What follows belongs to an exercise in optimizing a design on an open flow for small area, a short achievable clock period and few clock cycles; a production flow would make more cautious choices.
Function not checked in this run: the RTL went through the layout flow alone.
Power and IR drop assume default switching activity.

### flow/config.mk
export PLATFORM = sky130hd
export DESIGN_NAME = hrlf_top
export DESIGN_NICKNAME = hrlf_top
export VERILOG_FILES = /design/flow/design.v
export SDC_FILE = /design/flow/constraint.sdc
export NUM_CORES = 4
export LEC_CHECK = 0
export CAP_MARGIN = 20
export CORE_MARGIN = 2
export CORE_UTILIZATION = 60
export CTS_BUF_LIST = sky130_fd_sc_hd__clkbuf_4 sky130_fd_sc_hd__clkbuf_8
export SETUP_SLACK_MARGIN = 3.2
export SLEW_MARGIN = 20
### flow/constraint.sdc
create_clock -name core_clock -period 6.0 [get_ports {clk_i}]
set_input_delay 1.2000 -clock core_clock [delete_from_list [all_inputs] [get_ports {clk_i}]]
set_output_delay 1.2000 -clock core_clock [all_outputs]
set_load 0.01 [all_outputs]
### flow/design.v
`timescale 1ns / 1ps
`default_nettype none
module hrlf_top (
  input  wire        clk_i,
  input  wire        rst_ni,
  input  wire        push,
  input  wire [7:0]  rx_byte,
  input  wire        restart,
  output wire        full,
  output wire        empty,
  input  wire        pop,
  output wire        message_done,
  output wire        length_error,
  output wire [31:0] message_length
);
  localparam logic [119:0] FieldName = "Content-Length:";
  logic        in_v_q;        
  logic [7:0]  b_q;           
  logic        r_q;           
  logic        out_valid_q;   
  logic        out_err_q;     
  logic        err_pend_q;    
  logic        fresh_q;       
  logic        body_q;        
  logic        field_q;       
  logic        dig_q;         
  logic        seen_q;        
  logic [3:0]  nidx_q;        
  logic [1:0]  eidx_q;        
  logic [31:0] cnt_q;         
  logic [31:0] len_q;         
  wire busy   = out_valid_q || err_pend_q;
  wire full_w = in_v_q && busy;
  wire proc   = in_v_q && !busy;
  wire [7:0] b = b_q;
  wire nw      = fresh_q || r_q;
  assign full           = full_w;
  assign empty          = !out_valid_q;
  assign message_done   = !out_err_q;
  assign length_error   = out_err_q;
  assign message_length = cnt_q;
  wire       body  = body_q && !nw;
  wire       field = field_q && !nw;
  wire       seen  = seen_q && !nw;
  wire is_cr  = (b == 8'h0d);
  wire is_lf  = (b == 8'h0a);
  wire is_sp  = (b == 8'h20);
  wire is_dig = (b[7:4] == 4'h3) && (b[3:0] <= 4'd9);
  logic [7:0] nchar;
  always_comb begin
    nchar = FieldName[119 -: 8];
    for (int k = 0; k < 15; k++) begin
      if (nidx_q == 4'(k)) nchar = FieldName[(14-k)*8 +: 8];
    end
  end
  wire       is_c      = (b == FieldName[119 -: 8]);
  wire       name_hit  = (b == nchar) && !nw;
  wire       name_done = name_hit && (nidx_q == 4'd14);
  wire [3:0] nidx_nx   = (name_hit && !name_done) ? nidx_q + 4'd1 : {3'd0, is_c};
  wire       end_hit = eidx_q[0] ? is_lf : is_cr;
  wire [1:0] eidx_nx = (end_hit && !nw) ? eidx_q + 2'd1 : {1'b0, is_cr};
  wire       hdr_end = !nw && !field_q && is_lf && (eidx_q == 2'd3);
  wire ia_1_0 = cnt_q[1] & cnt_q[0];
  wire ia_3_2 = cnt_q[3] & cnt_q[2];
  wire ia_5_4 = cnt_q[5] & cnt_q[4];
  wire ia_7_6 = cnt_q[7] & cnt_q[6];
  wire ia_9_8 = cnt_q[9] & cnt_q[8];
  wire ia_11_10 = cnt_q[11] & cnt_q[10];
  wire ia_13_12 = cnt_q[13] & cnt_q[12];
  wire ia_15_14 = cnt_q[15] & cnt_q[14];
  wire ia_17_16 = cnt_q[17] & cnt_q[16];
  wire ia_19_18 = cnt_q[19] & cnt_q[18];
  wire ia_21_20 = cnt_q[21] & cnt_q[20];
  wire ia_23_22 = cnt_q[23] & cnt_q[22];
  wire ia_25_24 = cnt_q[25] & cnt_q[24];
  wire ia_27_26 = cnt_q[27] & cnt_q[26];
  wire ia_29_28 = cnt_q[29] & cnt_q[28];
  wire ia_31_30 = cnt_q[31] & cnt_q[30];
  wire ia_2_0 = cnt_q[2] & ia_1_0;
  wire ia_3_0 = ia_3_2 & ia_1_0;
  wire ia_6_4 = cnt_q[6] & ia_5_4;
  wire ia_7_4 = ia_7_6 & ia_5_4;
  wire ia_10_8 = cnt_q[10] & ia_9_8;
  wire ia_11_8 = ia_11_10 & ia_9_8;
  wire ia_14_12 = cnt_q[14] & ia_13_12;
  wire ia_15_12 = ia_15_14 & ia_13_12;
  wire ia_18_16 = cnt_q[18] & ia_17_16;
  wire ia_19_16 = ia_19_18 & ia_17_16;
  wire ia_22_20 = cnt_q[22] & ia_21_20;
  wire ia_23_20 = ia_23_22 & ia_21_20;
  wire ia_26_24 = cnt_q[26] & ia_25_24;
  wire ia_27_24 = ia_27_26 & ia_25_24;
  wire ia_30_28 = cnt_q[30] & ia_29_28;
  wire ia_31_28 = ia_31_30 & ia_29_28;
  wire ia_4_0 = cnt_q[4] & ia_3_0;
  wire ia_5_0 = ia_5_4 & ia_3_0;
  wire ia_6_0 = ia_6_4 & ia_3_0;
  wire ia_7_0 = ia_7_4 & ia_3_0;
  wire ia_12_8 = cnt_q[12] & ia_11_8;
  wire ia_13_8 = ia_13_12 & ia_11_8;
  wire ia_14_8 = ia_14_12 & ia_11_8;
  wire ia_15_8 = ia_15_12 & ia_11_8;
  wire ia_20_16 = cnt_q[20] & ia_19_16;
  wire ia_21_16 = ia_21_20 & ia_19_16;
  wire ia_22_16 = ia_22_20 & ia_19_16;
  wire ia_23_16 = ia_23_20 & ia_19_16;
  wire ia_28_24 = cnt_q[28] & ia_27_24;
  wire ia_29_24 = ia_29_28 & ia_27_24;
  wire ia_30_24 = ia_30_28 & ia_27_24;
  wire ia_31_24 = ia_31_28 & ia_27_24;
  wire ia_8_0 = cnt_q[8] & ia_7_0;
  wire ia_9_0 = ia_9_8 & ia_7_0;
  wire ia_10_0 = ia_10_8 & ia_7_0;
  wire ia_11_0 = ia_11_8 & ia_7_0;
  wire ia_12_0 = ia_12_8 & ia_7_0;
  wire ia_13_0 = ia_13_8 & ia_7_0;
  wire ia_14_0 = ia_14_8 & ia_7_0;
  wire ia_15_0 = ia_15_8 & ia_7_0;
  wire ia_24_16 = cnt_q[24] & ia_23_16;
  wire ia_25_16 = ia_25_24 & ia_23_16;
  wire ia_26_16 = ia_26_24 & ia_23_16;
  wire ia_27_16 = ia_27_24 & ia_23_16;
  wire ia_28_16 = ia_28_24 & ia_23_16;
  wire ia_29_16 = ia_29_24 & ia_23_16;
  wire ia_30_16 = ia_30_24 & ia_23_16;
  wire ia_31_16 = ia_31_24 & ia_23_16;
  wire ia_16_0 = cnt_q[16] & ia_15_0;
  wire ia_17_0 = ia_17_16 & ia_15_0;
  wire ia_18_0 = ia_18_16 & ia_15_0;
  wire ia_19_0 = ia_19_16 & ia_15_0;
  wire ia_20_0 = ia_20_16 & ia_15_0;
  wire ia_21_0 = ia_21_16 & ia_15_0;
  wire ia_22_0 = ia_22_16 & ia_15_0;
  wire ia_23_0 = ia_23_16 & ia_15_0;
  wire ia_24_0 = ia_24_16 & ia_15_0;
  wire ia_25_0 = ia_25_16 & ia_15_0;
  wire ia_26_0 = ia_26_16 & ia_15_0;
  wire ia_27_0 = ia_27_16 & ia_15_0;
  wire ia_28_0 = ia_28_16 & ia_15_0;
  wire ia_29_0 = ia_29_16 & ia_15_0;
  wire ia_30_0 = ia_30_16 & ia_15_0;
  wire ia_31_0 = ia_31_16 & ia_15_0;
  wire [31:0] inc_c;
  assign inc_c[0] = proc;
  assign inc_c[1] = proc & cnt_q[0];
  assign inc_c[2] = proc & ia_1_0;
  assign inc_c[3] = proc & ia_2_0;
  assign inc_c[4] = proc & ia_3_0;
  assign inc_c[5] = proc & ia_4_0;
  assign inc_c[6] = proc & ia_5_0;
  assign inc_c[7] = proc & ia_6_0;
  assign inc_c[8] = proc & ia_7_0;
  assign inc_c[9] = proc & ia_8_0;
  assign inc_c[10] = proc & ia_9_0;
  assign inc_c[11] = proc & ia_10_0;
  assign inc_c[12] = proc & ia_11_0;
  assign inc_c[13] = proc & ia_12_0;
  assign inc_c[14] = proc & ia_13_0;
  assign inc_c[15] = proc & ia_14_0;
  assign inc_c[16] = proc & ia_15_0;
  assign inc_c[17] = proc & ia_16_0;
  assign inc_c[18] = proc & ia_17_0;
  assign inc_c[19] = proc & ia_18_0;
  assign inc_c[20] = proc & ia_19_0;
  assign inc_c[21] = proc & ia_20_0;
  assign inc_c[22] = proc & ia_21_0;
  assign inc_c[23] = proc & ia_22_0;
  assign inc_c[24] = proc & ia_23_0;
  assign inc_c[25] = proc & ia_24_0;
  assign inc_c[26] = proc & ia_25_0;
  assign inc_c[27] = proc & ia_26_0;
  assign inc_c[28] = proc & ia_27_0;
  assign inc_c[29] = proc & ia_28_0;
  assign inc_c[30] = proc & ia_29_0;
  assign inc_c[31] = proc & ia_30_0;
  wire [31:0] cnt_inc = cnt_q ^ inc_c;
  wire hmax = ia_31_0 && !nw;
  wire [31:0] len_n = ~len_q;
  wire da_1_0 = len_n[1] & len_n[0];
  wire da_3_2 = len_n[3] & len_n[2];
  wire da_5_4 = len_n[5] & len_n[4];
  wire da_7_6 = len_n[7] & len_n[6];
  wire da_9_8 = len_n[9] & len_n[8];
  wire da_11_10 = len_n[11] & len_n[10];
  wire da_13_12 = len_n[13] & len_n[12];
  wire da_15_14 = len_n[15] & len_n[14];
  wire da_17_16 = len_n[17] & len_n[16];
  wire da_19_18 = len_n[19] & len_n[18];
  wire da_21_20 = len_n[21] & len_n[20];
  wire da_23_22 = len_n[23] & len_n[22];
  wire da_25_24 = len_n[25] & len_n[24];
  wire da_27_26 = len_n[27] & len_n[26];
  wire da_29_28 = len_n[29] & len_n[28];
  wire da_31_30 = len_n[31] & len_n[30];
  wire da_2_0 = len_n[2] & da_1_0;
  wire da_3_0 = da_3_2 & da_1_0;
  wire da_6_4 = len_n[6] & da_5_4;
  wire da_7_4 = da_7_6 & da_5_4;
  wire da_10_8 = len_n[10] & da_9_8;
  wire da_11_8 = da_11_10 & da_9_8;
  wire da_14_12 = len_n[14] & da_13_12;
  wire da_15_12 = da_15_14 & da_13_12;
  wire da_18_16 = len_n[18] & da_17_16;
  wire da_19_16 = da_19_18 & da_17_16;
  wire da_22_20 = len_n[22] & da_21_20;
  wire da_23_20 = da_23_22 & da_21_20;
  wire da_26_24 = len_n[26] & da_25_24;
  wire da_27_24 = da_27_26 & da_25_24;
  wire da_30_28 = len_n[30] & da_29_28;
  wire da_31_28 = da_31_30 & da_29_28;
  wire da_4_0 = len_n[4] & da_3_0;
  wire da_5_0 = da_5_4 & da_3_0;
  wire da_6_0 = da_6_4 & da_3_0;
  wire da_7_0 = da_7_4 & da_3_0;
  wire da_12_8 = len_n[12] & da_11_8;
  wire da_13_8 = da_13_12 & da_11_8;
  wire da_14_8 = da_14_12 & da_11_8;
  wire da_15_8 = da_15_12 & da_11_8;
  wire da_20_16 = len_n[20] & da_19_16;
  wire da_21_16 = da_21_20 & da_19_16;
  wire da_22_16 = da_22_20 & da_19_16;
  wire da_23_16 = da_23_20 & da_19_16;
  wire da_28_24 = len_n[28] & da_27_24;
  wire da_29_24 = da_29_28 & da_27_24;
  wire da_30_24 = da_30_28 & da_27_24;
  wire da_31_24 = da_31_28 & da_27_24;
  wire da_8_0 = len_n[8] & da_7_0;
  wire da_9_0 = da_9_8 & da_7_0;
  wire da_10_0 = da_10_8 & da_7_0;
  wire da_11_0 = da_11_8 & da_7_0;
  wire da_12_0 = da_12_8 & da_7_0;
  wire da_13_0 = da_13_8 & da_7_0;
  wire da_14_0 = da_14_8 & da_7_0;
  wire da_15_0 = da_15_8 & da_7_0;
  wire da_24_16 = len_n[24] & da_23_16;
  wire da_25_16 = da_25_24 & da_23_16;
  wire da_26_16 = da_26_24 & da_23_16;
  wire da_27_16 = da_27_24 & da_23_16;
  wire da_28_16 = da_28_24 & da_23_16;
  wire da_29_16 = da_29_24 & da_23_16;
  wire da_30_16 = da_30_24 & da_23_16;
  wire da_31_16 = da_31_24 & da_23_16;
  wire da_16_0 = len_n[16] & da_15_0;
  wire da_17_0 = da_17_16 & da_15_0;
  wire da_18_0 = da_18_16 & da_15_0;
  wire da_19_0 = da_19_16 & da_15_0;
  wire da_20_0 = da_20_16 & da_15_0;
  wire da_21_0 = da_21_16 & da_15_0;
  wire da_22_0 = da_22_16 & da_15_0;
  wire da_23_0 = da_23_16 & da_15_0;
  wire da_24_0 = da_24_16 & da_15_0;
  wire da_25_0 = da_25_16 & da_15_0;
  wire da_26_0 = da_26_16 & da_15_0;
  wire da_27_0 = da_27_16 & da_15_0;
  wire da_28_0 = da_28_16 & da_15_0;
  wire da_29_0 = da_29_16 & da_15_0;
  wire da_30_0 = da_30_16 & da_15_0;
  wire da_31_0 = da_31_16 & da_15_0;
  wire [31:0] dec_b;
  assign dec_b[0] = 1'b1;
  assign dec_b[1] = len_n[0];
  assign dec_b[2] = da_1_0;
  assign dec_b[3] = da_2_0;
  assign dec_b[4] = da_3_0;
  assign dec_b[5] = da_4_0;
  assign dec_b[6] = da_5_0;
  assign dec_b[7] = da_6_0;
  assign dec_b[8] = da_7_0;
  assign dec_b[9] = da_8_0;
  assign dec_b[10] = da_9_0;
  assign dec_b[11] = da_10_0;
  assign dec_b[12] = da_11_0;
  assign dec_b[13] = da_12_0;
  assign dec_b[14] = da_13_0;
  assign dec_b[15] = da_14_0;
  assign dec_b[16] = da_15_0;
  assign dec_b[17] = da_16_0;
  assign dec_b[18] = da_17_0;
  assign dec_b[19] = da_18_0;
  assign dec_b[20] = da_19_0;
  assign dec_b[21] = da_20_0;
  assign dec_b[22] = da_21_0;
  assign dec_b[23] = da_22_0;
  assign dec_b[24] = da_23_0;
  assign dec_b[25] = da_24_0;
  assign dec_b[26] = da_25_0;
  assign dec_b[27] = da_26_0;
  assign dec_b[28] = da_27_0;
  assign dec_b[29] = da_28_0;
  assign dec_b[30] = da_29_0;
  assign dec_b[31] = da_30_0;
  wire [31:0] dec = len_q ^ dec_b;
  wire lnz = !da_31_0;
  wire len_is1 = len_q[0] && (len_q[31:1] == 31'd0);
  wire [31:0] hl_g0 = cnt_q & len_q;
  wire [31:0] hl_p0 = cnt_q | len_q;
  wire hl_g_31_30 = hl_g0[31] | (hl_p0[31] & hl_g0[30]);
  wire hl_p_31_30 = hl_p0[31] & hl_p0[30];
  wire hl_g_29_28 = hl_g0[29] | (hl_p0[29] & hl_g0[28]);
  wire hl_p_29_28 = hl_p0[29] & hl_p0[28];
  wire hl_g_31_28 = hl_g_31_30 | (hl_p_31_30 & hl_g_29_28);
  wire hl_p_31_28 = hl_p_31_30 & hl_p_29_28;
  wire hl_g_27_26 = hl_g0[27] | (hl_p0[27] & hl_g0[26]);
  wire hl_p_27_26 = hl_p0[27] & hl_p0[26];
  wire hl_g_25_24 = hl_g0[25] | (hl_p0[25] & hl_g0[24]);
  wire hl_p_25_24 = hl_p0[25] & hl_p0[24];
  wire hl_g_27_24 = hl_g_27_26 | (hl_p_27_26 & hl_g_25_24);
  wire hl_p_27_24 = hl_p_27_26 & hl_p_25_24;
  wire hl_g_31_24 = hl_g_31_28 | (hl_p_31_28 & hl_g_27_24);
  wire hl_p_31_24 = hl_p_31_28 & hl_p_27_24;
  wire hl_g_23_22 = hl_g0[23] | (hl_p0[23] & hl_g0[22]);
  wire hl_p_23_22 = hl_p0[23] & hl_p0[22];
  wire hl_g_21_20 = hl_g0[21] | (hl_p0[21] & hl_g0[20]);
  wire hl_p_21_20 = hl_p0[21] & hl_p0[20];
  wire hl_g_23_20 = hl_g_23_22 | (hl_p_23_22 & hl_g_21_20);
  wire hl_p_23_20 = hl_p_23_22 & hl_p_21_20;
  wire hl_g_19_18 = hl_g0[19] | (hl_p0[19] & hl_g0[18]);
  wire hl_p_19_18 = hl_p0[19] & hl_p0[18];
  wire hl_g_17_16 = hl_g0[17] | (hl_p0[17] & hl_g0[16]);
  wire hl_p_17_16 = hl_p0[17] & hl_p0[16];
  wire hl_g_19_16 = hl_g_19_18 | (hl_p_19_18 & hl_g_17_16);
  wire hl_p_19_16 = hl_p_19_18 & hl_p_17_16;
  wire hl_g_23_16 = hl_g_23_20 | (hl_p_23_20 & hl_g_19_16);
  wire hl_p_23_16 = hl_p_23_20 & hl_p_19_16;
  wire hl_g_31_16 = hl_g_31_24 | (hl_p_31_24 & hl_g_23_16);
  wire hl_p_31_16 = hl_p_31_24 & hl_p_23_16;
  wire hl_g_15_14 = hl_g0[15] | (hl_p0[15] & hl_g0[14]);
  wire hl_p_15_14 = hl_p0[15] & hl_p0[14];
  wire hl_g_13_12 = hl_g0[13] | (hl_p0[13] & hl_g0[12]);
  wire hl_p_13_12 = hl_p0[13] & hl_p0[12];
  wire hl_g_15_12 = hl_g_15_14 | (hl_p_15_14 & hl_g_13_12);
  wire hl_p_15_12 = hl_p_15_14 & hl_p_13_12;
  wire hl_g_11_10 = hl_g0[11] | (hl_p0[11] & hl_g0[10]);
  wire hl_p_11_10 = hl_p0[11] & hl_p0[10];
  wire hl_g_9_8 = hl_g0[9] | (hl_p0[9] & hl_g0[8]);
  wire hl_p_9_8 = hl_p0[9] & hl_p0[8];
  wire hl_g_11_8 = hl_g_11_10 | (hl_p_11_10 & hl_g_9_8);
  wire hl_p_11_8 = hl_p_11_10 & hl_p_9_8;
  wire hl_g_15_8 = hl_g_15_12 | (hl_p_15_12 & hl_g_11_8);
  wire hl_p_15_8 = hl_p_15_12 & hl_p_11_8;
  wire hl_g_7_6 = hl_g0[7] | (hl_p0[7] & hl_g0[6]);
  wire hl_p_7_6 = hl_p0[7] & hl_p0[6];
  wire hl_g_5_4 = hl_g0[5] | (hl_p0[5] & hl_g0[4]);
  wire hl_p_5_4 = hl_p0[5] & hl_p0[4];
  wire hl_g_7_4 = hl_g_7_6 | (hl_p_7_6 & hl_g_5_4);
  wire hl_p_7_4 = hl_p_7_6 & hl_p_5_4;
  wire hl_g_3_2 = hl_g0[3] | (hl_p0[3] & hl_g0[2]);
  wire hl_p_3_2 = hl_p0[3] & hl_p0[2];
  wire hl_g_1_0 = hl_g0[1] | (hl_p0[1] & hl_g0[0]);
  wire hl_p_1_0 = hl_p0[1] & hl_p0[0];
  wire hl_g_3_0 = hl_g_3_2 | (hl_p_3_2 & hl_g_1_0);
  wire hl_p_3_0 = hl_p_3_2 & hl_p_1_0;
  wire hl_g_7_0 = hl_g_7_4 | (hl_p_7_4 & hl_g_3_0);
  wire hl_p_7_0 = hl_p_7_4 & hl_p_3_0;
  wire hl_g_15_0 = hl_g_15_8 | (hl_p_15_8 & hl_g_7_0);
  wire hl_p_15_0 = hl_p_15_8 & hl_p_7_0;
  wire hl_g_31_0 = hl_g_31_16 | (hl_p_31_16 & hl_g_15_0);
  wire hl_p_31_0 = hl_p_31_16 & hl_p_15_0;
  wire ovf_hl = hl_g_31_0 | hl_p_31_0;
  wire [2:0]  x10_lo = b[3] ? 3'b111 : b[2:0];
  wire        x10_slot = b[3];
  wire        x10_ci = b[3] && b[0];
  wire [31:0] x10_a  = {len_q[28:0], x10_lo};
  wire [31:0] x10_b  = {len_q[30:0], x10_slot};
  wire [31:0] x10_g0 = x10_a & x10_b;
  wire [31:0] x10_p0 = x10_a ^ x10_b;
  wire xa_g_1_0 = x10_g0[1] | (x10_p0[1] & x10_g0[0]);
  wire xa_p_1_0 = x10_p0[1] & x10_p0[0];
  wire xa_g_2_1 = x10_g0[2] | (x10_p0[2] & x10_g0[1]);
  wire xa_p_2_1 = x10_p0[2] & x10_p0[1];
  wire xa_g_3_2 = x10_g0[3] | (x10_p0[3] & x10_g0[2]);
  wire xa_p_3_2 = x10_p0[3] & x10_p0[2];
  wire xa_g_4_3 = x10_g0[4] | (x10_p0[4] & x10_g0[3]);
  wire xa_p_4_3 = x10_p0[4] & x10_p0[3];
  wire xa_g_5_4 = x10_g0[5] | (x10_p0[5] & x10_g0[4]);
  wire xa_p_5_4 = x10_p0[5] & x10_p0[4];
  wire xa_g_6_5 = x10_g0[6] | (x10_p0[6] & x10_g0[5]);
  wire xa_p_6_5 = x10_p0[6] & x10_p0[5];
  wire xa_g_7_6 = x10_g0[7] | (x10_p0[7] & x10_g0[6]);
  wire xa_p_7_6 = x10_p0[7] & x10_p0[6];
  wire xa_g_8_7 = x10_g0[8] | (x10_p0[8] & x10_g0[7]);
  wire xa_p_8_7 = x10_p0[8] & x10_p0[7];
  wire xa_g_9_8 = x10_g0[9] | (x10_p0[9] & x10_g0[8]);
  wire xa_p_9_8 = x10_p0[9] & x10_p0[8];
  wire xa_g_10_9 = x10_g0[10] | (x10_p0[10] & x10_g0[9]);
  wire xa_p_10_9 = x10_p0[10] & x10_p0[9];
  wire xa_g_11_10 = x10_g0[11] | (x10_p0[11] & x10_g0[10]);
  wire xa_p_11_10 = x10_p0[11] & x10_p0[10];
  wire xa_g_12_11 = x10_g0[12] | (x10_p0[12] & x10_g0[11]);
  wire xa_p_12_11 = x10_p0[12] & x10_p0[11];
  wire xa_g_13_12 = x10_g0[13] | (x10_p0[13] & x10_g0[12]);
  wire xa_p_13_12 = x10_p0[13] & x10_p0[12];
  wire xa_g_14_13 = x10_g0[14] | (x10_p0[14] & x10_g0[13]);
  wire xa_p_14_13 = x10_p0[14] & x10_p0[13];
  wire xa_g_15_14 = x10_g0[15] | (x10_p0[15] & x10_g0[14]);
  wire xa_p_15_14 = x10_p0[15] & x10_p0[14];
  wire xa_g_16_15 = x10_g0[16] | (x10_p0[16] & x10_g0[15]);
  wire xa_p_16_15 = x10_p0[16] & x10_p0[15];
  wire xa_g_17_16 = x10_g0[17] | (x10_p0[17] & x10_g0[16]);
  wire xa_p_17_16 = x10_p0[17] & x10_p0[16];
  wire xa_g_18_17 = x10_g0[18] | (x10_p0[18] & x10_g0[17]);
  wire xa_p_18_17 = x10_p0[18] & x10_p0[17];
  wire xa_g_19_18 = x10_g0[19] | (x10_p0[19] & x10_g0[18]);
  wire xa_p_19_18 = x10_p0[19] & x10_p0[18];
  wire xa_g_20_19 = x10_g0[20] | (x10_p0[20] & x10_g0[19]);
  wire xa_p_20_19 = x10_p0[20] & x10_p0[19];
  wire xa_g_21_20 = x10_g0[21] | (x10_p0[21] & x10_g0[20]);
  wire xa_p_21_20 = x10_p0[21] & x10_p0[20];
  wire xa_g_22_21 = x10_g0[22] | (x10_p0[22] & x10_g0[21]);
  wire xa_p_22_21 = x10_p0[22] & x10_p0[21];
  wire xa_g_23_22 = x10_g0[23] | (x10_p0[23] & x10_g0[22]);
  wire xa_p_23_22 = x10_p0[23] & x10_p0[22];
  wire xa_g_24_23 = x10_g0[24] | (x10_p0[24] & x10_g0[23]);
  wire xa_p_24_23 = x10_p0[24] & x10_p0[23];
  wire xa_g_25_24 = x10_g0[25] | (x10_p0[25] & x10_g0[24]);
  wire xa_p_25_24 = x10_p0[25] & x10_p0[24];
  wire xa_g_26_25 = x10_g0[26] | (x10_p0[26] & x10_g0[25]);
  wire xa_p_26_25 = x10_p0[26] & x10_p0[25];
  wire xa_g_27_26 = x10_g0[27] | (x10_p0[27] & x10_g0[26]);
  wire xa_p_27_26 = x10_p0[27] & x10_p0[26];
  wire xa_g_28_27 = x10_g0[28] | (x10_p0[28] & x10_g0[27]);
  wire xa_p_28_27 = x10_p0[28] & x10_p0[27];
  wire xa_g_29_28 = x10_g0[29] | (x10_p0[29] & x10_g0[28]);
  wire xa_p_29_28 = x10_p0[29] & x10_p0[28];
  wire xa_g_30_29 = x10_g0[30] | (x10_p0[30] & x10_g0[29]);
  wire xa_p_30_29 = x10_p0[30] & x10_p0[29];
  wire xa_g_31_30 = x10_g0[31] | (x10_p0[31] & x10_g0[30]);
  wire xa_p_31_30 = x10_p0[31] & x10_p0[30];
  wire xa_g_2_0 = xa_g_2_1 | (xa_p_2_1 & x10_g0[0]);
  wire xa_p_2_0 = xa_p_2_1 & x10_p0[0];
  wire xa_g_3_0 = xa_g_3_2 | (xa_p_3_2 & xa_g_1_0);
  wire xa_p_3_0 = xa_p_3_2 & xa_p_1_0;
  wire xa_g_4_1 = xa_g_4_3 | (xa_p_4_3 & xa_g_2_1);
  wire xa_p_4_1 = xa_p_4_3 & xa_p_2_1;
  wire xa_g_5_2 = xa_g_5_4 | (xa_p_5_4 & xa_g_3_2);
  wire xa_p_5_2 = xa_p_5_4 & xa_p_3_2;
  wire xa_g_6_3 = xa_g_6_5 | (xa_p_6_5 & xa_g_4_3);
  wire xa_p_6_3 = xa_p_6_5 & xa_p_4_3;
  wire xa_g_7_4 = xa_g_7_6 | (xa_p_7_6 & xa_g_5_4);
  wire xa_p_7_4 = xa_p_7_6 & xa_p_5_4;
  wire xa_g_8_5 = xa_g_8_7 | (xa_p_8_7 & xa_g_6_5);
  wire xa_p_8_5 = xa_p_8_7 & xa_p_6_5;
  wire xa_g_9_6 = xa_g_9_8 | (xa_p_9_8 & xa_g_7_6);
  wire xa_p_9_6 = xa_p_9_8 & xa_p_7_6;
  wire xa_g_10_7 = xa_g_10_9 | (xa_p_10_9 & xa_g_8_7);
  wire xa_p_10_7 = xa_p_10_9 & xa_p_8_7;
  wire xa_g_11_8 = xa_g_11_10 | (xa_p_11_10 & xa_g_9_8);
  wire xa_p_11_8 = xa_p_11_10 & xa_p_9_8;
  wire xa_g_12_9 = xa_g_12_11 | (xa_p_12_11 & xa_g_10_9);
  wire xa_p_12_9 = xa_p_12_11 & xa_p_10_9;
  wire xa_g_13_10 = xa_g_13_12 | (xa_p_13_12 & xa_g_11_10);
  wire xa_p_13_10 = xa_p_13_12 & xa_p_11_10;
  wire xa_g_14_11 = xa_g_14_13 | (xa_p_14_13 & xa_g_12_11);
  wire xa_p_14_11 = xa_p_14_13 & xa_p_12_11;
  wire xa_g_15_12 = xa_g_15_14 | (xa_p_15_14 & xa_g_13_12);
  wire xa_p_15_12 = xa_p_15_14 & xa_p_13_12;
  wire xa_g_16_13 = xa_g_16_15 | (xa_p_16_15 & xa_g_14_13);
  wire xa_p_16_13 = xa_p_16_15 & xa_p_14_13;
  wire xa_g_17_14 = xa_g_17_16 | (xa_p_17_16 & xa_g_15_14);
  wire xa_p_17_14 = xa_p_17_16 & xa_p_15_14;
  wire xa_g_18_15 = xa_g_18_17 | (xa_p_18_17 & xa_g_16_15);
  wire xa_p_18_15 = xa_p_18_17 & xa_p_16_15;
  wire xa_g_19_16 = xa_g_19_18 | (xa_p_19_18 & xa_g_17_16);
  wire xa_p_19_16 = xa_p_19_18 & xa_p_17_16;
  wire xa_g_20_17 = xa_g_20_19 | (xa_p_20_19 & xa_g_18_17);
  wire xa_p_20_17 = xa_p_20_19 & xa_p_18_17;
  wire xa_g_21_18 = xa_g_21_20 | (xa_p_21_20 & xa_g_19_18);
  wire xa_p_21_18 = xa_p_21_20 & xa_p_19_18;
  wire xa_g_22_19 = xa_g_22_21 | (xa_p_22_21 & xa_g_20_19);
  wire xa_p_22_19 = xa_p_22_21 & xa_p_20_19;
  wire xa_g_23_20 = xa_g_23_22 | (xa_p_23_22 & xa_g_21_20);
  wire xa_p_23_20 = xa_p_23_22 & xa_p_21_20;
  wire xa_g_24_21 = xa_g_24_23 | (xa_p_24_23 & xa_g_22_21);
  wire xa_p_24_21 = xa_p_24_23 & xa_p_22_21;
  wire xa_g_25_22 = xa_g_25_24 | (xa_p_25_24 & xa_g_23_22);
  wire xa_p_25_22 = xa_p_25_24 & xa_p_23_22;
  wire xa_g_26_23 = xa_g_26_25 | (xa_p_26_25 & xa_g_24_23);
  wire xa_p_26_23 = xa_p_26_25 & xa_p_24_23;
  wire xa_g_27_24 = xa_g_27_26 | (xa_p_27_26 & xa_g_25_24);
  wire xa_p_27_24 = xa_p_27_26 & xa_p_25_24;
  wire xa_g_28_25 = xa_g_28_27 | (xa_p_28_27 & xa_g_26_25);
  wire xa_p_28_25 = xa_p_28_27 & xa_p_26_25;
  wire xa_g_29_26 = xa_g_29_28 | (xa_p_29_28 & xa_g_27_26);
  wire xa_p_29_26 = xa_p_29_28 & xa_p_27_26;
  wire xa_g_30_27 = xa_g_30_29 | (xa_p_30_29 & xa_g_28_27);
  wire xa_p_30_27 = xa_p_30_29 & xa_p_28_27;
  wire xa_g_31_28 = xa_g_31_30 | (xa_p_31_30 & xa_g_29_28);
  wire xa_p_31_28 = xa_p_31_30 & xa_p_29_28;
  wire xa_g_4_0 = xa_g_4_1 | (xa_p_4_1 & x10_g0[0]);
  wire xa_p_4_0 = xa_p_4_1 & x10_p0[0];
  wire xa_g_5_0 = xa_g_5_2 | (xa_p_5_2 & xa_g_1_0);
  wire xa_p_5_0 = xa_p_5_2 & xa_p_1_0;
  wire xa_g_6_0 = xa_g_6_3 | (xa_p_6_3 & xa_g_2_0);
  wire xa_p_6_0 = xa_p_6_3 & xa_p_2_0;
  wire xa_g_7_0 = xa_g_7_4 | (xa_p_7_4 & xa_g_3_0);
  wire xa_p_7_0 = xa_p_7_4 & xa_p_3_0;
  wire xa_g_8_1 = xa_g_8_5 | (xa_p_8_5 & xa_g_4_1);
  wire xa_p_8_1 = xa_p_8_5 & xa_p_4_1;
  wire xa_g_9_2 = xa_g_9_6 | (xa_p_9_6 & xa_g_5_2);
  wire xa_p_9_2 = xa_p_9_6 & xa_p_5_2;
  wire xa_g_10_3 = xa_g_10_7 | (xa_p_10_7 & xa_g_6_3);
  wire xa_p_10_3 = xa_p_10_7 & xa_p_6_3;
  wire xa_g_11_4 = xa_g_11_8 | (xa_p_11_8 & xa_g_7_4);
  wire xa_p_11_4 = xa_p_11_8 & xa_p_7_4;
  wire xa_g_12_5 = xa_g_12_9 | (xa_p_12_9 & xa_g_8_5);
  wire xa_p_12_5 = xa_p_12_9 & xa_p_8_5;
  wire xa_g_13_6 = xa_g_13_10 | (xa_p_13_10 & xa_g_9_6);
  wire xa_p_13_6 = xa_p_13_10 & xa_p_9_6;
  wire xa_g_14_7 = xa_g_14_11 | (xa_p_14_11 & xa_g_10_7);
  wire xa_p_14_7 = xa_p_14_11 & xa_p_10_7;
  wire xa_g_15_8 = xa_g_15_12 | (xa_p_15_12 & xa_g_11_8);
  wire xa_p_15_8 = xa_p_15_12 & xa_p_11_8;
  wire xa_g_16_9 = xa_g_16_13 | (xa_p_16_13 & xa_g_12_9);
  wire xa_p_16_9 = xa_p_16_13 & xa_p_12_9;
  wire xa_g_17_10 = xa_g_17_14 | (xa_p_17_14 & xa_g_13_10);
  wire xa_p_17_10 = xa_p_17_14 & xa_p_13_10;
  wire xa_g_18_11 = xa_g_18_15 | (xa_p_18_15 & xa_g_14_11);
  wire xa_p_18_11 = xa_p_18_15 & xa_p_14_11;
  wire xa_g_19_12 = xa_g_19_16 | (xa_p_19_16 & xa_g_15_12);
  wire xa_p_19_12 = xa_p_19_16 & xa_p_15_12;
  wire xa_g_20_13 = xa_g_20_17 | (xa_p_20_17 & xa_g_16_13);
  wire xa_p_20_13 = xa_p_20_17 & xa_p_16_13;
  wire xa_g_21_14 = xa_g_21_18 | (xa_p_21_18 & xa_g_17_14);
  wire xa_p_21_14 = xa_p_21_18 & xa_p_17_14;
  wire xa_g_22_15 = xa_g_22_19 | (xa_p_22_19 & xa_g_18_15);
  wire xa_p_22_15 = xa_p_22_19 & xa_p_18_15;
  wire xa_g_23_16 = xa_g_23_20 | (xa_p_23_20 & xa_g_19_16);
  wire xa_p_23_16 = xa_p_23_20 & xa_p_19_16;
  wire xa_g_24_17 = xa_g_24_21 | (xa_p_24_21 & xa_g_20_17);
  wire xa_p_24_17 = xa_p_24_21 & xa_p_20_17;
  wire xa_g_25_18 = xa_g_25_22 | (xa_p_25_22 & xa_g_21_18);
  wire xa_p_25_18 = xa_p_25_22 & xa_p_21_18;
  wire xa_g_26_19 = xa_g_26_23 | (xa_p_26_23 & xa_g_22_19);
  wire xa_p_26_19 = xa_p_26_23 & xa_p_22_19;
  wire xa_g_27_20 = xa_g_27_24 | (xa_p_27_24 & xa_g_23_20);
  wire xa_p_27_20 = xa_p_27_24 & xa_p_23_20;
  wire xa_g_28_21 = xa_g_28_25 | (xa_p_28_25 & xa_g_24_21);
  wire xa_p_28_21 = xa_p_28_25 & xa_p_24_21;
  wire xa_g_29_22 = xa_g_29_26 | (xa_p_29_26 & xa_g_25_22);
  wire xa_p_29_22 = xa_p_29_26 & xa_p_25_22;
  wire xa_g_30_23 = xa_g_30_27 | (xa_p_30_27 & xa_g_26_23);
  wire xa_p_30_23 = xa_p_30_27 & xa_p_26_23;
  wire xa_g_31_24 = xa_g_31_28 | (xa_p_31_28 & xa_g_27_24);
  wire xa_p_31_24 = xa_p_31_28 & xa_p_27_24;
  wire xa_g_8_0 = xa_g_8_1 | (xa_p_8_1 & x10_g0[0]);
  wire xa_p_8_0 = xa_p_8_1 & x10_p0[0];
  wire xa_g_9_0 = xa_g_9_2 | (xa_p_9_2 & xa_g_1_0);
  wire xa_p_9_0 = xa_p_9_2 & xa_p_1_0;
  wire xa_g_10_0 = xa_g_10_3 | (xa_p_10_3 & xa_g_2_0);
  wire xa_p_10_0 = xa_p_10_3 & xa_p_2_0;
  wire xa_g_11_0 = xa_g_11_4 | (xa_p_11_4 & xa_g_3_0);
  wire xa_p_11_0 = xa_p_11_4 & xa_p_3_0;
  wire xa_g_12_0 = xa_g_12_5 | (xa_p_12_5 & xa_g_4_0);
  wire xa_p_12_0 = xa_p_12_5 & xa_p_4_0;
  wire xa_g_13_0 = xa_g_13_6 | (xa_p_13_6 & xa_g_5_0);
  wire xa_p_13_0 = xa_p_13_6 & xa_p_5_0;
  wire xa_g_14_0 = xa_g_14_7 | (xa_p_14_7 & xa_g_6_0);
  wire xa_p_14_0 = xa_p_14_7 & xa_p_6_0;
  wire xa_g_15_0 = xa_g_15_8 | (xa_p_15_8 & xa_g_7_0);
  wire xa_p_15_0 = xa_p_15_8 & xa_p_7_0;
  wire xa_g_16_1 = xa_g_16_9 | (xa_p_16_9 & xa_g_8_1);
  wire xa_p_16_1 = xa_p_16_9 & xa_p_8_1;
  wire xa_g_17_2 = xa_g_17_10 | (xa_p_17_10 & xa_g_9_2);
  wire xa_p_17_2 = xa_p_17_10 & xa_p_9_2;
  wire xa_g_18_3 = xa_g_18_11 | (xa_p_18_11 & xa_g_10_3);
  wire xa_p_18_3 = xa_p_18_11 & xa_p_10_3;
  wire xa_g_19_4 = xa_g_19_12 | (xa_p_19_12 & xa_g_11_4);
  wire xa_p_19_4 = xa_p_19_12 & xa_p_11_4;
  wire xa_g_20_5 = xa_g_20_13 | (xa_p_20_13 & xa_g_12_5);
  wire xa_p_20_5 = xa_p_20_13 & xa_p_12_5;
  wire xa_g_21_6 = xa_g_21_14 | (xa_p_21_14 & xa_g_13_6);
  wire xa_p_21_6 = xa_p_21_14 & xa_p_13_6;
  wire xa_g_22_7 = xa_g_22_15 | (xa_p_22_15 & xa_g_14_7);
  wire xa_p_22_7 = xa_p_22_15 & xa_p_14_7;
  wire xa_g_23_8 = xa_g_23_16 | (xa_p_23_16 & xa_g_15_8);
  wire xa_p_23_8 = xa_p_23_16 & xa_p_15_8;
  wire xa_g_24_9 = xa_g_24_17 | (xa_p_24_17 & xa_g_16_9);
  wire xa_p_24_9 = xa_p_24_17 & xa_p_16_9;
  wire xa_g_25_10 = xa_g_25_18 | (xa_p_25_18 & xa_g_17_10);
  wire xa_p_25_10 = xa_p_25_18 & xa_p_17_10;
  wire xa_g_26_11 = xa_g_26_19 | (xa_p_26_19 & xa_g_18_11);
  wire xa_p_26_11 = xa_p_26_19 & xa_p_18_11;
  wire xa_g_27_12 = xa_g_27_20 | (xa_p_27_20 & xa_g_19_12);
  wire xa_p_27_12 = xa_p_27_20 & xa_p_19_12;
  wire xa_g_28_13 = xa_g_28_21 | (xa_p_28_21 & xa_g_20_13);
  wire xa_p_28_13 = xa_p_28_21 & xa_p_20_13;
  wire xa_g_29_14 = xa_g_29_22 | (xa_p_29_22 & xa_g_21_14);
  wire xa_p_29_14 = xa_p_29_22 & xa_p_21_14;
  wire xa_g_30_15 = xa_g_30_23 | (xa_p_30_23 & xa_g_22_15);
  wire xa_p_30_15 = xa_p_30_23 & xa_p_22_15;
  wire xa_g_31_16 = xa_g_31_24 | (xa_p_31_24 & xa_g_23_16);
  wire xa_p_31_16 = xa_p_31_24 & xa_p_23_16;
  wire xa_g_16_0 = xa_g_16_1 | (xa_p_16_1 & x10_g0[0]);
  wire xa_p_16_0 = xa_p_16_1 & x10_p0[0];
  wire xa_g_17_0 = xa_g_17_2 | (xa_p_17_2 & xa_g_1_0);
  wire xa_p_17_0 = xa_p_17_2 & xa_p_1_0;
  wire xa_g_18_0 = xa_g_18_3 | (xa_p_18_3 & xa_g_2_0);
  wire xa_p_18_0 = xa_p_18_3 & xa_p_2_0;
  wire xa_g_19_0 = xa_g_19_4 | (xa_p_19_4 & xa_g_3_0);
  wire xa_p_19_0 = xa_p_19_4 & xa_p_3_0;
  wire xa_g_20_0 = xa_g_20_5 | (xa_p_20_5 & xa_g_4_0);
  wire xa_p_20_0 = xa_p_20_5 & xa_p_4_0;
  wire xa_g_21_0 = xa_g_21_6 | (xa_p_21_6 & xa_g_5_0);
  wire xa_p_21_0 = xa_p_21_6 & xa_p_5_0;
  wire xa_g_22_0 = xa_g_22_7 | (xa_p_22_7 & xa_g_6_0);
  wire xa_p_22_0 = xa_p_22_7 & xa_p_6_0;
  wire xa_g_23_0 = xa_g_23_8 | (xa_p_23_8 & xa_g_7_0);
  wire xa_p_23_0 = xa_p_23_8 & xa_p_7_0;
  wire xa_g_24_0 = xa_g_24_9 | (xa_p_24_9 & xa_g_8_0);
  wire xa_p_24_0 = xa_p_24_9 & xa_p_8_0;
  wire xa_g_25_0 = xa_g_25_10 | (xa_p_25_10 & xa_g_9_0);
  wire xa_p_25_0 = xa_p_25_10 & xa_p_9_0;
  wire xa_g_26_0 = xa_g_26_11 | (xa_p_26_11 & xa_g_10_0);
  wire xa_p_26_0 = xa_p_26_11 & xa_p_10_0;
  wire xa_g_27_0 = xa_g_27_12 | (xa_p_27_12 & xa_g_11_0);
  wire xa_p_27_0 = xa_p_27_12 & xa_p_11_0;
  wire xa_g_28_0 = xa_g_28_13 | (xa_p_28_13 & xa_g_12_0);
  wire xa_p_28_0 = xa_p_28_13 & xa_p_12_0;
  wire xa_g_29_0 = xa_g_29_14 | (xa_p_29_14 & xa_g_13_0);
  wire xa_p_29_0 = xa_p_29_14 & xa_p_13_0;
  wire xa_g_30_0 = xa_g_30_15 | (xa_p_30_15 & xa_g_14_0);
  wire xa_p_30_0 = xa_p_30_15 & xa_p_14_0;
  wire xa_g_31_0 = xa_g_31_16 | (xa_p_31_16 & xa_g_15_0);
  wire xa_p_31_0 = xa_p_31_16 & xa_p_15_0;
  wire [31:0] x10_c;
  assign x10_c[0] = x10_ci;
  assign x10_c[1] = x10_g0[0] | (x10_p0[0] & x10_ci);
  assign x10_c[2] = xa_g_1_0 | (xa_p_1_0 & x10_ci);
  assign x10_c[3] = xa_g_2_0 | (xa_p_2_0 & x10_ci);
  assign x10_c[4] = xa_g_3_0 | (xa_p_3_0 & x10_ci);
  assign x10_c[5] = xa_g_4_0 | (xa_p_4_0 & x10_ci);
  assign x10_c[6] = xa_g_5_0 | (xa_p_5_0 & x10_ci);
  assign x10_c[7] = xa_g_6_0 | (xa_p_6_0 & x10_ci);
  assign x10_c[8] = xa_g_7_0 | (xa_p_7_0 & x10_ci);
  assign x10_c[9] = xa_g_8_0 | (xa_p_8_0 & x10_ci);
  assign x10_c[10] = xa_g_9_0 | (xa_p_9_0 & x10_ci);
  assign x10_c[11] = xa_g_10_0 | (xa_p_10_0 & x10_ci);
  assign x10_c[12] = xa_g_11_0 | (xa_p_11_0 & x10_ci);
  assign x10_c[13] = xa_g_12_0 | (xa_p_12_0 & x10_ci);
  assign x10_c[14] = xa_g_13_0 | (xa_p_13_0 & x10_ci);
  assign x10_c[15] = xa_g_14_0 | (xa_p_14_0 & x10_ci);
  assign x10_c[16] = xa_g_15_0 | (xa_p_15_0 & x10_ci);
  assign x10_c[17] = xa_g_16_0 | (xa_p_16_0 & x10_ci);
  assign x10_c[18] = xa_g_17_0 | (xa_p_17_0 & x10_ci);
  assign x10_c[19] = xa_g_18_0 | (xa_p_18_0 & x10_ci);
  assign x10_c[20] = xa_g_19_0 | (xa_p_19_0 & x10_ci);
  assign x10_c[21] = xa_g_20_0 | (xa_p_20_0 & x10_ci);
  assign x10_c[22] = xa_g_21_0 | (xa_p_21_0 & x10_ci);
  assign x10_c[23] = xa_g_22_0 | (xa_p_22_0 & x10_ci);
  assign x10_c[24] = xa_g_23_0 | (xa_p_23_0 & x10_ci);
  assign x10_c[25] = xa_g_24_0 | (xa_p_24_0 & x10_ci);
  assign x10_c[26] = xa_g_25_0 | (xa_p_25_0 & x10_ci);
  assign x10_c[27] = xa_g_26_0 | (xa_p_26_0 & x10_ci);
  assign x10_c[28] = xa_g_27_0 | (xa_p_27_0 & x10_ci);
  assign x10_c[29] = xa_g_28_0 | (xa_p_28_0 & x10_ci);
  assign x10_c[30] = xa_g_29_0 | (xa_p_29_0 & x10_ci);
  assign x10_c[31] = xa_g_30_0 | (xa_p_30_0 & x10_ci);
  wire [31:0] x10 = x10_p0 ^ x10_c;
  wire ovf10 = (|len_q[31:29]) || xa_g_31_0 || (xa_p_31_0 && x10_ci);
  wire f_ok  = is_cr || (!dig_q && is_sp) || (is_dig && !ovf10);
  wire err   = !body && (hmax || (field && !f_ok) || (hdr_end && seen && lnz && ovf_hl));
  wire done  = body ? len_is1 : (!hmax && hdr_end && !(seen && lnz));
  wire emit  = proc && (err || done);
  wire emit_done = proc && done;
  wire to_body  = !body && hdr_end && seen && lnz;
  wire to_field = !body && !field && !seen && name_done;
  always_ff @(posedge clk_i or negedge rst_ni) begin
    if (!rst_ni) begin
      in_v_q      <= 1'b0;
      out_valid_q <= 1'b0;
      err_pend_q  <= 1'b0;
      fresh_q     <= 1'b1;
    end else begin
      if (!full_w) begin
        in_v_q <= push;
      end
      err_pend_q <= proc && err;
      if (emit_done || err_pend_q) begin
        out_valid_q <= 1'b1;
      end else if (pop) begin
        out_valid_q <= 1'b0;
      end
      if (proc) begin
        fresh_q <= emit;
      end
    end
  end
  always_ff @(posedge clk_i) begin
    if (!full_w) begin
      b_q <= rx_byte;
      r_q <= restart;
    end
    if (emit_done || err_pend_q) begin
      out_err_q <= err_pend_q;
    end
    if (err_pend_q) begin
      cnt_q <= 32'd0;
    end else if (proc && nw) begin
      cnt_q <= 32'd1;
    end else begin
      cnt_q <= cnt_inc;
    end
    if (proc) begin
      body_q  <= body || to_body;
      field_q <= field ? !is_cr : to_field;
      dig_q   <= field && (dig_q || is_dig);
      seen_q  <= seen || (field && is_cr);
      nidx_q  <= nidx_nx;
      eidx_q  <= eidx_nx;
      if (body) begin
        len_q <= dec;
      end else if (field) begin
        if (is_dig) begin
          len_q <= x10;
        end
      end else if (!seen) begin
        len_q <= 32'd0;
      end
    end
  end
endmodule
`default_nettype wire
### flow/flow/run.sh
#!/bin/bash
# layout flow: the standard flow, with plain buffers on the ports
# (the standard flow's port buffers are 0.5 ns delay cells)
set -euo pipefail
bash standard.sh synth > synth.log 2>&1
bash standard.sh BUFFER_PORTS_ARGS="-buffer_cell sky130_fd_sc_hd__buf_1" finish > layout.log 2>&1
### flow/standard.sh
#!/bin/bash
# synth_recipe.tcl (not shown) runs the flow's synth.tcl, then flattens the netlist and writes it again
# the make line also repeats each setting of config.mk as NAME=value (left out here)
make -C /OpenROAD-flow-scripts/flow DESIGN_CONFIG=/design/flow/config.mk WORK_HOME=/design/flow/orfs CLKGATE_MAP_FILE= SYNTH_SCRIPT=/design/flow/synth_recipe.tcl "${@:-finish}"
==> results.txt <==
-- logic make-up after synthesis --
group	after synthesis	share of synthesized area
adder cells (fa/ha/maj)	46	0.0865
multiplexers	3	0.00457
AND/OR/NAND/NOR	262	0.196
AO/OA/AOI/OAI	203	0.208
buffers and inverters	48	0.0282
XOR/XNOR	94	0.125
flip-flops	88	0.351
-- worst paths after layout --
check,start,to,slack (ns),cells after the start
worst max register to register,len_q[2]$_DFFE_PP_,len_q[27]$_DFFE_PP_,3.06,9
worst min register to register,err_pend_q$_DFF_PN0_,cnt_q[0]$_SDFF_PP0_,0.53,1
min in group asynchronous,rst_ni,err_pend_q$_DFF_PN0_,0.63,1
worst max-delay path,len_q[2]$_DFFE_PP_,len_q[27]$_DFFE_PP_,3.06,9
max in group asynchronous,rst_ni,fresh_q$_DFFE_PN1P_,5.12,1
worst min-delay path,err_pend_q$_DFF_PN0_,cnt_q[0]$_SDFF_PP0_,0.53,1
-- per-stage QoR --
stage               hold slack, ns  utilization  instances  power [mW]  setup slack [ns]
global route                 0.567        0.724        985        3.97              2.94
CTS                          0.532        0.688        960        3.43              3.11
finish                       0.529        0.724        985        3.73              3.06
detailed placement           0.519        0.645        914        2.88              2.77
floorplan                    0.480            -        744        2.47              3.00
global placement             0.524        0.645        914        2.83              2.86
-- Yosys cell counts, drive strengths merged (3+ instances only) --
library cell,n,share of area
ha,43,0.082
buf,5,0.0036
and3,6,0.0059
a22oi,7,0.0080
o21bai,6,0.0069
xnor2,43,0.057
o21ai,30,0.023
o211ai,8,0.0091
maj3,3,0.0046
o31ai,3,0.0034
xor2,51,0.068
mux2i,3,0.0046
or4,3,0.0034
nand2,54,0.031
inv,26,0.015
nand2b,7,0.0067
nor2,91,0.052
nor3,17,0.014
clkbuf,17,0.0097
and2b,3,0.0034
a31oi,8,0.0076
a21o,13,0.015
a21oi,37,0.029
nor4,9,0.010
dfxtp,32,0.098
dfrtp,3,0.011
a211oi,7,0.0088
o22ai,41,0.039
nor3b,4,0.0053
a21boi,4,0.0046
nor2b,4,0.0038
o221ai,4,0.0053
or3,6,0.0057
or2,7,0.0067
nand3,21,0.016
nand4,18,0.017
o21a,8,0.0091
edfxtp,52,0.24
and2,3,0.0029
-- power by group through the flow --
stage	combinational, mW	clock [mW]	sequential (mW)
floorplan	1.45	0	1.01
global placement	1.73	0	1.11
detailed placement	1.77	0	1.12
CTS	1.97	0.405	1.06
global route	2.47	0.420	1.08
finish	2.28	0.394	1.06
-- cell type report --
cell class | instances | area share
clock buffers | 9 | 0.0159
clock inverters | 7 | 0.00691
inverters | 26 | 0.0130
multi-input cells | 608 | 0.562
flip-flops and latches | 88 | 0.296
well taps | 140 | 0.0225
repair buffers | 107 | 0.0831
-- sequential cells by signal, summed over array words and instances (netlist names) --
signal       cells
fresh_q          1
len_q           32
field_q          1
dig_q            1
eidx_q           2
in_v_q           1
r_q              1
out_err_q        1
seen_q           1
body_q           1
nidx_q           4
err_pend_q       1
out_valid_q      1
b_q              8
cnt_q           32
-- routing by layer --
metal,part of all wire,vias up
met5,0,-
met1,0.43,3010
met3,0.060,33
met2,0.49,235
met4,0.023,0
li1,-,2967
-- worst max-delay path, cell delays in order, from the launching register on --
cell	delay, ns
edfxtp_1	0.47
ha_1	0.38
a21o_1	0.24
a221oi_4	0.35
a2111oi_4	0.12
o31a_2	0.39
a221o_1	0.32
a21oi_2	0.16
xor2_1	0.17
o22ai_1	0.09
-- what timing repair did --
action / CTS / global route
buffers inserted: 30 / 24
setup endpoints to repair: 32 / 43
resized for setup: 12 / 36
pin swaps: 8 / 11
==> results.tsv <==
stage	metric	value	unit
grt	antenna_found_initial	0	
setup_path	arrival	3.07	ns
timing	setup_viol	0	
finish	final_area	7780	µm²
place	placed_cell_area	6940	µm²
place	io_buffer_count	48	
pwr	power.density	479	nW/µm²
yosys	syn_area	6570	µm²
yosys	syn-num-nets	800	
finish	multiInputGateArea	4380	µm²
timing	maxSlewViolCount	0	
run	drv_cap	0	
grt	use_met1	0.416	
grt	first_global_vias	5625	
route	detail-route-antenna-nets	0	
clock_network	clk_pin_slew	0.09	ns
clock_network	cts.path.max_buffers	2	
place	gp_congestion	0.909	
clock_network	clock-sinks	88	
route	drt_pre_antenna_iters	6	
finish	final_cell_mix	nor2_1, buf_4, nand2_1	
timing	tightest_slew	0.663	ns
finish	synthToLayoutAreaGrowth	18.5	%
place	dp_hpwl	12.6	mm
die	die-area	11800	µm²
finish	nFillCells	841	
clock_network	holdBufCountCts	0	
setup_path	cp.required	6.14	ns
yosys	ys_types	74	
clock_network	clock_latency	0.39	ns
yosys	synth_edf_count	52	
min_path	holdCritPathClass	flop to flop	
route	vias	6245	
pwr	p_comb_frac	0.611	
yosys	syn_area_per_cell	8.83	µm²
die	die_height	109	µm
clock_network	htree_levels	3	
finish	diodes	0	
clock_network	cts-buffers-inserted	9	
timing	final.setup.tns	0	ns
grt	use_met3	0.0400	
yosys	async_reset_ff_frac	0.0455	
grt	grt_busiest_layer	met2	
die	fp.dieW	109	µm
die	core_region_area	10700	µm²
finish	drive_above_1_share	0.160	
route	wirelength	18.2	mm
grt	grt_util_met2	0.497	
timing	timing.fmax	0.341	GHz
route	route.detailed.drc	0	
route	wl_per_cell	18.5	µm
setup_path	end_kind	flop	
timing	period_share	0.489	
yosys	seq_area_frac_synth	0.351	
pwr	netSwitchingFraction	0.461	
yosys	synth_cells	744	
die	ios	49	
timing	fin_crit	2.94	ns
finish	layout.area.seq	2300	µm²
grt	track_usage	0.307	
status	status	timing/DRC/antenna clean	
grt	overflow	0	
timing	slew_headroom	0.557	
route	drt_iter0_drc	574	
setup_path	cp-start-kind	flop	
pwr	irDropWorstVdd	310	µV
yosys	ys_ff_latch	88	
timing	grt_setup_unrepaired	yes	
timing	clock_skew	0.00795	ns
pwr	leakage	2.93	nW
grt	grt_max_degree	36	
clock_network	root_buffer	clkbuf_8	
clock_network	cts_tree	yes	
pwr	clockPowerShare	0.106	
timing	hold_violations	0	
route	vias_per_cell	6.34	
yosys	synth_ff_type	edfxtp_1	
pwr	p_sw	1.72	mW
pwr	internal_power	2.01	mW
die	start_util	0.611	
yosys	yosys_warnings	1	
setup_path	critPathKind	flop to flop	
die	fp-row-count	38	
setup_path	crit_fanout	4	
pwr	seqPwrFrac	0.284	
finish	layout.nets	896	
finish	final_common_cell	nor2_1	
grt	grt_pass1_wl	28.2	mm

separate check: timing with driven ports:
How much do the figures lean on ideal ports? The routed layout below was timed once more, with nothing changed but the port constraints.
Step 1 sets driving cells, clkbuf_16 on the clock port and buf_2 on the other inputs (assumed; they add their load-dependent delay and slew).
Step 2 moves the port delays by t, midway between the first and last clock arrival at a register: inputs arrive t later, outputs are due t later. That takes back most of the time a late clock gives input paths.
a / b / c = no drivers / after step 1 / after step 2; a / b = the first two.
t (ns): 0.426
setup slack, ns: 3.064 / 3.064 / 3.064
hold slack, ns: 0.529 / 0.529 / 0.529
slew at the worst register clock pin (ns): 0.10 / 0.10
cell pins on the clock port's net: 1
After both steps setup and hold are still met in this run. The setup slack of this run moves by 0.000 ns with the drivers and by 0.000 ns with both steps.
